What follows belongs to an exercise in optimizing a design on an open flow for small area, a short achievable clock period and few clock cycles per item; a production flow would make more cautious choices. RTL that was checked went through simulation tests only; none was proved equivalent to the original. Power is estimated from default activity; no workload was simulated.

==> v18 <==
==> flow/design.v <==
package tpu_pkg;
        localparam int ARRAY_DIM  = 4;
        localparam int DATA_WIDTH = 8;
        typedef logic [DATA_WIDTH-1:0] elem_t;
endpackage
`timescale 1ns/10ps
module tpu_pe
(
        input  logic [7:0] a_in,
        input  logic [7:0] b_in,
        input  logic [7:0] acc_in,
        output logic [7:0] sum
);
        logic pp1, pp2, pp3, pp4, pp5, pp6, pp7, pp8, pp9, pp10, pp11, pp12, pp13, pp14, pp15, pp16, pp17, pp18, pp19, pp20, pp21, pp22, pp23, pp24, pp25, pp26, pp27, pp28, pp29, pp30, pp31, pp32, pp33, pp34, pp35, pp36, s37, c38, s39, c40, s41, c42, s43, c44, s45, c46, s47, c48, s49, c50, s51, c52, s53, c54, s55, c56, s57, c58, s59, c60, s61, c62, s63, c64, s65, c66, s67, c68, s69, c70, s71, c72, s73, c74, s75, c76, s77, c78, s79, c80, s81, c82, s83, c84, s85, c86, x87, x88, x89, x90, x91, x92, x93, x94, x95, x96, x97, x98, x99, x100;
        logic [7:4] row0, row1;
        logic top, c7;
        assign pp1 = ~a_in[0] | ~b_in[0];
        assign pp2 = ~a_in[0] | ~b_in[1];
        assign pp3 = ~a_in[0] | ~b_in[2];
        assign pp4 = ~a_in[0] | ~b_in[3];
        assign pp5 = ~a_in[0] | ~b_in[4];
        assign pp6 = ~a_in[0] | ~b_in[5];
        assign pp7 = ~a_in[0] | ~b_in[6];
        assign pp8 = ~a_in[0] | ~b_in[7];
        assign pp9 = ~a_in[1] | ~b_in[0];
        assign pp10 = ~a_in[1] | ~b_in[1];
        assign pp11 = ~a_in[1] | ~b_in[2];
        assign pp12 = ~a_in[1] | ~b_in[3];
        assign pp13 = ~a_in[1] | ~b_in[4];
        assign pp14 = ~a_in[1] | ~b_in[5];
        assign pp15 = ~a_in[1] | ~b_in[6];
        assign pp16 = ~a_in[2] | ~b_in[0];
        assign pp17 = ~a_in[2] | ~b_in[1];
        assign pp18 = ~a_in[2] | ~b_in[2];
        assign pp19 = ~a_in[2] | ~b_in[3];
        assign pp20 = ~a_in[2] | ~b_in[4];
        assign pp21 = ~a_in[2] | ~b_in[5];
        assign pp22 = ~a_in[3] | ~b_in[0];
        assign pp23 = ~a_in[3] | ~b_in[1];
        assign pp24 = ~a_in[3] | ~b_in[2];
        assign pp25 = ~a_in[3] | ~b_in[3];
        assign pp26 = ~a_in[3] | ~b_in[4];
        assign pp27 = ~a_in[4] | ~b_in[0];
        assign pp28 = ~a_in[4] | ~b_in[1];
        assign pp29 = ~a_in[4] | ~b_in[2];
        assign pp30 = ~a_in[4] | ~b_in[3];
        assign pp31 = ~a_in[5] | ~b_in[0];
        assign pp32 = ~a_in[5] | ~b_in[1];
        assign pp33 = ~a_in[5] | ~b_in[2];
        assign pp34 = ~a_in[6] | ~b_in[0];
        assign pp35 = ~a_in[6] | ~b_in[1];
        assign pp36 = ~a_in[7] | ~b_in[0];
        assign s37 = pp1 ^ acc_in[0];
        assign c38 = pp1 & acc_in[0];
        assign s39 = pp2 ^ pp9 ^ acc_in[1];
        assign c40 = (pp2 & pp9) | (pp2 & acc_in[1]) | (pp9 & acc_in[1]);
        assign s41 = c38 ^ s39;
        assign c42 = c38 & s39;
        assign s43 = pp10 ^ pp16 ^ pp3;
        assign c44 = (pp10 & pp16) | (pp10 & pp3) | (pp16 & pp3);
        assign s45 = acc_in[2] ^ s43 ^ c40;
        assign c46 = (acc_in[2] & s43) | (acc_in[2] & c40) | (s43 & c40);
        assign s47 = c42 ^ s45;
        assign c48 = c42 & s45;
        assign s49 = pp11 ^ pp17 ^ pp22;
        assign c50 = (pp11 & pp17) | (pp11 & pp22) | (pp17 & pp22);
        assign s51 = pp4 ^ acc_in[3] ^ c44;
        assign c52 = (pp4 & acc_in[3]) | (pp4 & c44) | (acc_in[3] & c44);
        assign s53 = s49 ^ s51 ^ c46;
        assign c54 = (s49 & s51) | (s49 & c46) | (s51 & c46);
        assign s55 = c48 ^ s53;
        assign c56 = c48 & s53;
        assign s57 = pp12 ^ pp18 ^ pp23;
        assign c58 = (pp12 & pp18) | (pp12 & pp23) | (pp18 & pp23);
        assign s59 = pp27 ^ pp5 ^ acc_in[4];
        assign c60 = (pp27 & pp5) | (pp27 & acc_in[4]) | (pp5 & acc_in[4]);
        assign s61 = c50 ^ s57 ^ c52;
        assign c62 = (c50 & s57) | (c50 & c52) | (s57 & c52);
        assign s63 = s59 ^ s61 ^ c54;
        assign c64 = (s59 & s61) | (s59 & c54) | (s61 & c54);
        assign s65 = pp13 ^ pp19 ^ pp24;
        assign c66 = (pp13 & pp19) | (pp13 & pp24) | (pp19 & pp24);
        assign s67 = pp28 ^ pp31 ^ pp6;
        assign c68 = (pp28 & pp31) | (pp28 & pp6) | (pp31 & pp6);
        assign s69 = acc_in[5] ^ c58 ^ s65;
        assign c70 = (acc_in[5] & c58) | (acc_in[5] & s65) | (c58 & s65);
        assign s71 = s67 ^ c60 ^ s69;
        assign c72 = (s67 & c60) | (s67 & s69) | (c60 & s69);
        assign s73 = c62 ^ s71;
        assign c74 = c62 & s71;
        assign s75 = pp14 ^ pp20 ^ pp25;
        assign c76 = (pp14 & pp20) | (pp14 & pp25) | (pp20 & pp25);
        assign s77 = pp29 ^ pp32 ^ pp34;
        assign c78 = (pp29 & pp32) | (pp29 & pp34) | (pp32 & pp34);
        assign s79 = pp7 ^ acc_in[6] ^ c66;
        assign c80 = (pp7 & acc_in[6]) | (pp7 & c66) | (acc_in[6] & c66);
        assign s81 = c68 ^ s75 ^ s77;
        assign c82 = (c68 & s75) | (c68 & s77) | (s75 & s77);
        assign s83 = c70 ^ s79 ^ s81;
        assign c84 = (c70 & s79) | (c70 & s81) | (s79 & s81);
        assign s85 = c72 ^ s83;
        assign c86 = c72 & s83;
        tpu_x u_x87 (.a(pp15), .b(pp21), .y(x87));
        tpu_x u_x88 (.a(pp26), .b(pp30), .y(x88));
        tpu_x u_x89 (.a(pp33), .b(pp35), .y(x89));
        tpu_x u_x90 (.a(pp36), .b(pp8), .y(x90));
        tpu_x u_x91 (.a(x87), .b(x88), .y(x91));
        tpu_x u_x92 (.a(x89), .b(x90), .y(x92));
        tpu_x u_x93 (.a(acc_in[7]), .b(c76), .y(x93));
        tpu_x u_x94 (.a(c78), .b(x91), .y(x94));
        tpu_x u_x95 (.a(x92), .b(x93), .y(x95));
        tpu_x u_x96 (.a(x94), .b(c80), .y(x96));
        tpu_x u_x97 (.a(x95), .b(c82), .y(x97));
        tpu_x u_x98 (.a(x96), .b(x97), .y(x98));
        tpu_x u_x99 (.a(x98), .b(c84), .y(x99));
        tpu_x u_x100 (.a(x99), .b(c86), .y(x100));
        assign sum[0] = s37;
        assign sum[1] = s41;
        assign sum[2] = s47;
        assign sum[3] = s55;
        assign row0[4] = c56;
        assign row1[4] = s63;
        assign row0[5] = s73;
        assign row1[5] = c64;
        assign row0[6] = c74;
        assign row1[6] = s85;
        assign top = x100;
        assign {c7, sum[6:4]} = {1'b0, row0[6:4]} + {1'b0, row1[6:4]};
        tpu_x u_top (.a(top), .b(c7), .y(sum[7]));
endmodule
module tpu_x
(
        input  logic a,
        input  logic b,
        output logic y
);
        assign y = a ^ b;
endmodule
`timescale 1ns/10ps
module tpu_top
(
        input  logic clk,
        input  logic rst_n,
        input  logic in_valid,
        input  logic [31:0] a,
        input  logic [31:0] b,
        input  logic out_ready,
        output logic in_ready,
        output logic [31:0] out,
        output logic out_valid,
        output logic done
);
        localparam int N = 4;
        localparam int W = 8;
        logic [1:0]     kin;             
        logic           first;           
        logic [N-1:0]   orow;            
        logic [N*W-1:0] obuf [1:N-1];    
        logic [N*W-1:0] acc0;            
        logic [N*W-1:0] c_row [1:N-1];   
        logic last, ob_free, xfer, in_fire, out_fire;
        assign last     = (kin == 2'd3);
        assign ob_free  = !out_valid || (orow[N-1] && out_ready);
        assign in_ready = first ? (!orow[0] || out_ready) :
                          last  ? ob_free : 1'b1;
        assign in_fire  = in_valid && in_ready;
        assign xfer     = in_fire && last;
        assign out_valid = |orow;
        assign out_fire  = out_valid && out_ready;
        always_comb begin
                out = ~acc0 & {(N*W){orow[0]}};
                for (int r = 1; r < N; r++) begin
                        out = out | (~obuf[r] & {(N*W){orow[r]}});
                end
        end
        always_ff @(posedge clk or negedge rst_n) begin
                if (!rst_n) begin
                        kin  <= 2'd0;
                        first <= 1'b1;
                        orow <= '0;
                        done <= 1'b0;
                end else begin
                        done <= out_fire && orow[N-1];
                        if (in_fire) begin
                                kin   <= kin + 2'd1;
                                first <= last;
                        end
                        if (xfer) begin
                                orow <= 4'b0001;
                        end else if (out_fire) begin
                                orow <= {orow[N-2:0], 1'b0};
                        end
                end
        end
        always_ff @(posedge clk) begin
                if (xfer) begin
                        for (int r = 1; r < N; r++) begin
                                obuf[r] <= c_row[r];
                        end
                end
        end
        for (genvar i = 0; i < N; i++) begin : g_row
                for (genvar j = 0; j < N; j++) begin : g_col
                        logic [W-1:0] acc, sum;
                        tpu_pe u_pe (
                                .a_in   (a[(N-1-i)*W +: W]),
                                .b_in   (b[(N-1-j)*W +: W]),
                                .acc_in (first ? 8'd251 : acc),
                                .sum    (sum)
                        );
                        always_ff @(posedge clk) begin
                                if (in_fire) begin
                                        acc <= sum;
                                end
                        end
                        if (i == 0) begin : g_out0
                                assign acc0[(N-1-j)*W +: W] = acc;
                        end else begin : g_sum
                                assign c_row[i][(N-1-j)*W +: W] = sum;
                        end
                end
        end
endmodule
==> flow/flow/run.sh <==
#!/bin/bash
# The standard layout with two changes:
# - the port buffers that buffer_ports inserts are sky130_fd_sc_hd__buf_4 instead of the
#   library's default pick, so the input ports can drive their fanout; every port still
#   gets its own buffer;
# - synthesis is the standard flow's own script (synth_recipe.tcl) except that Yosys's synth skips its
#   generic ABC pass (-noabc), so the full and half adders written in the RTL reach
#   extract_fa as written instead of re-expressed with inverters. Everything else (the
#   -nofsm -noshare synth, flattening, renaming, flip-flop mapping and the final ABC
#   mapping) is unchanged, so the registers are the standard synthesis's.
set -euo pipefail
sed '1s/.*/proc synth {args} { yosys synth -nofsm -noshare -noabc {*}$args }/' \
        synth_recipe.tcl > noabc_synth.tcl
sed "s#SYNTH_SCRIPT=[^ ]*#SYNTH_SCRIPT=$PWD/noabc_synth.tcl#" standard.sh > standard_noabc.sh
export BUFFER_PORTS_ARGS="-buffer_cell sky130_fd_sc_hd__buf_4"
bash standard_noabc.sh > standard.log 2>&1
==> flow/standard.sh <==
#!/bin/bash
# synth_recipe.tcl (not shown) runs the flow's synth.tcl, then flattens the netlist and writes it again
# the make line also repeats each setting of config.mk as NAME=value (left out here)
make -C /OpenROAD-flow-scripts/flow DESIGN_CONFIG=/design/flow/config.mk WORK_HOME=/design/flow/orfs CLKGATE_MAP_FILE= SYNTH_SCRIPT=/design/flow/synth_recipe.tcl "${@:-finish}"
==> flow/config.mk <==
export PLATFORM = sky130hd
export DESIGN_NAME = tpu_top
export DESIGN_NICKNAME = tpu_top
export VERILOG_FILES = /design/flow/design.v
export SDC_FILE = /design/flow/constraint.sdc
export NUM_CORES = 4
export LEC_CHECK = 0
export CAP_MARGIN = 20
export CORE_MARGIN = 2
export CORE_UTILIZATION = 55
export PLACE_DENSITY = 0.7
export SETUP_SLACK_MARGIN = 1.2
export SLEW_MARGIN = 20
export SYNTH_HIERARCHICAL = 1
==> flow/constraint.sdc <==
create_clock -name core_clock -period 5.0 [get_ports {clk}]
set_input_delay 1.0000 -clock core_clock [delete_from_list [all_inputs] [get_ports {clk}]]
set_output_delay 1.0000 -clock core_clock [all_outputs]
set_load 0.01 [all_outputs]
==> inputs of v22, as changes to v18 <==
--- a/flow/config.mk
+++ b/flow/config.mk
@@ -11,3 +11,3 @@
 export PLACE_DENSITY = 0.7
-export SETUP_SLACK_MARGIN = 1.2
+export SETUP_SLACK_MARGIN = 1.8
 export SLEW_MARGIN = 20
==> inputs of v30, as changes to v18 <==
--- a/flow/design.v
+++ b/flow/design.v
@@ -16,2 +16,4 @@
         logic top, c7;
+        logic [6:4] p, g;
+        logic [6:5] cy;
         assign pp1 = ~a_in[0] | ~b_in[0];
@@ -127,3 +129,10 @@
         assign top = x100;
-        assign {c7, sum[6:4]} = {1'b0, row0[6:4]} + {1'b0, row1[6:4]};
+        assign p = row0[6:4] ^ row1[6:4];
+        assign g = row0[6:4] & row1[6:4];
+        assign cy[5] = (g[4]);
+        assign cy[6] = (g[4] & p[5]) | (g[5]);
+        assign c7 = (g[4] & p[5] & p[6]) | (g[5] & p[6]) | (g[6]);
+        assign sum[4] = p[4];
+        assign sum[5] = p[5] ^ cy[5];
+        assign sum[6] = p[6] ^ cy[6];
         tpu_x u_top (.a(top), .b(c7), .y(sum[7]));
--- a/flow/config.mk
+++ b/flow/config.mk
@@ -11,3 +11,3 @@
 export PLACE_DENSITY = 0.7
-export SETUP_SLACK_MARGIN = 1.2
+export SETUP_SLACK_MARGIN = 1.0
 export SLEW_MARGIN = 20
==> qor summary <==
|  | v18 | v30 | v22 |
|---|---|---|---|
| Violation count after the first detailed-routing iteration | 1262 | 1240 | 1816 |
| Switching part of the total | 0.409 | 0.408 | 0.404 |
| Final worst-path setup slack | 1.29 ns | 1.10 ns | 1.41 ns |
| Worst Path Arrival | 4.00 ns | 4.19 ns | 3.88 ns |
| TritonCTS buffer count | 27 | 26 | 28 |
| Part of the cycle the worst path needs | 0.742 | 0.779 | 0.717 |
| Outcome | timing/DRC/antenna clean | timing/DRC/antenna clean | timing/DRC/antenna clean |
| Area taken by flip-flops and latches | 6930 sq um | 6930 sq um | 6930 sq um |
| Clk power | 1.97 mW | 1.95 mW | 2.13 mW |
| Synthesized-area fraction occupied by xor and xnor cells | 0.102 | 0.101 | 0.102 |
| Net switching power | 7.56 mW | 7.55 mW | 9.57 mW |
| Compound-Gate Fraction of Synth Area | 0.0235 | 0.0232 | 0.0235 |
| Static Leakage | 9.36 nW | 9.51 nW | 10.7 nW |
| Critical path launch point type | input pin | flop | flop |
Testbench counts of v18, summed over its fixed seeds: cycles 1,320, jobs 320.
Testbench counts of v22, summed over its fixed seeds: cycles 1,320, jobs 320.
Only the layout flow was run in v30; the RTL was not checked for function there.

[re-timing with driven ports]
How much do the figures lean on ideal ports? The routed layouts below were timed once more, with nothing changed but the port constraints. Step 1, drivers: a clkbuf_16 drives clk and a buf_2 each remaining input, both assumed. Step 2 times the ports against the registers' clock, not the clock port: input delays grow and output delays shrink by t, the midpoint of the rising clock arrivals with the driver on. Three values: ideal, step 1, step 2; two values: the first two.
run | t, ns | setup slack, ns | worst register clock-pin slew, ns
v18 | 0.599 | 1.288 / 1.311 / 0.712 | 0.06 / 0.06
v22 | 0.615 | 1.414 / 1.337 / 0.721 | 0.07 / 0.07
v30 | 0.602 | 1.105 / 1.105 / 0.534 | 0.07 / 0.07
After both steps setup and hold are still met in every run listed. The setup slack of v22, which loses most, moves by -0.077 ns with the drivers and by -0.693 ns with both steps.
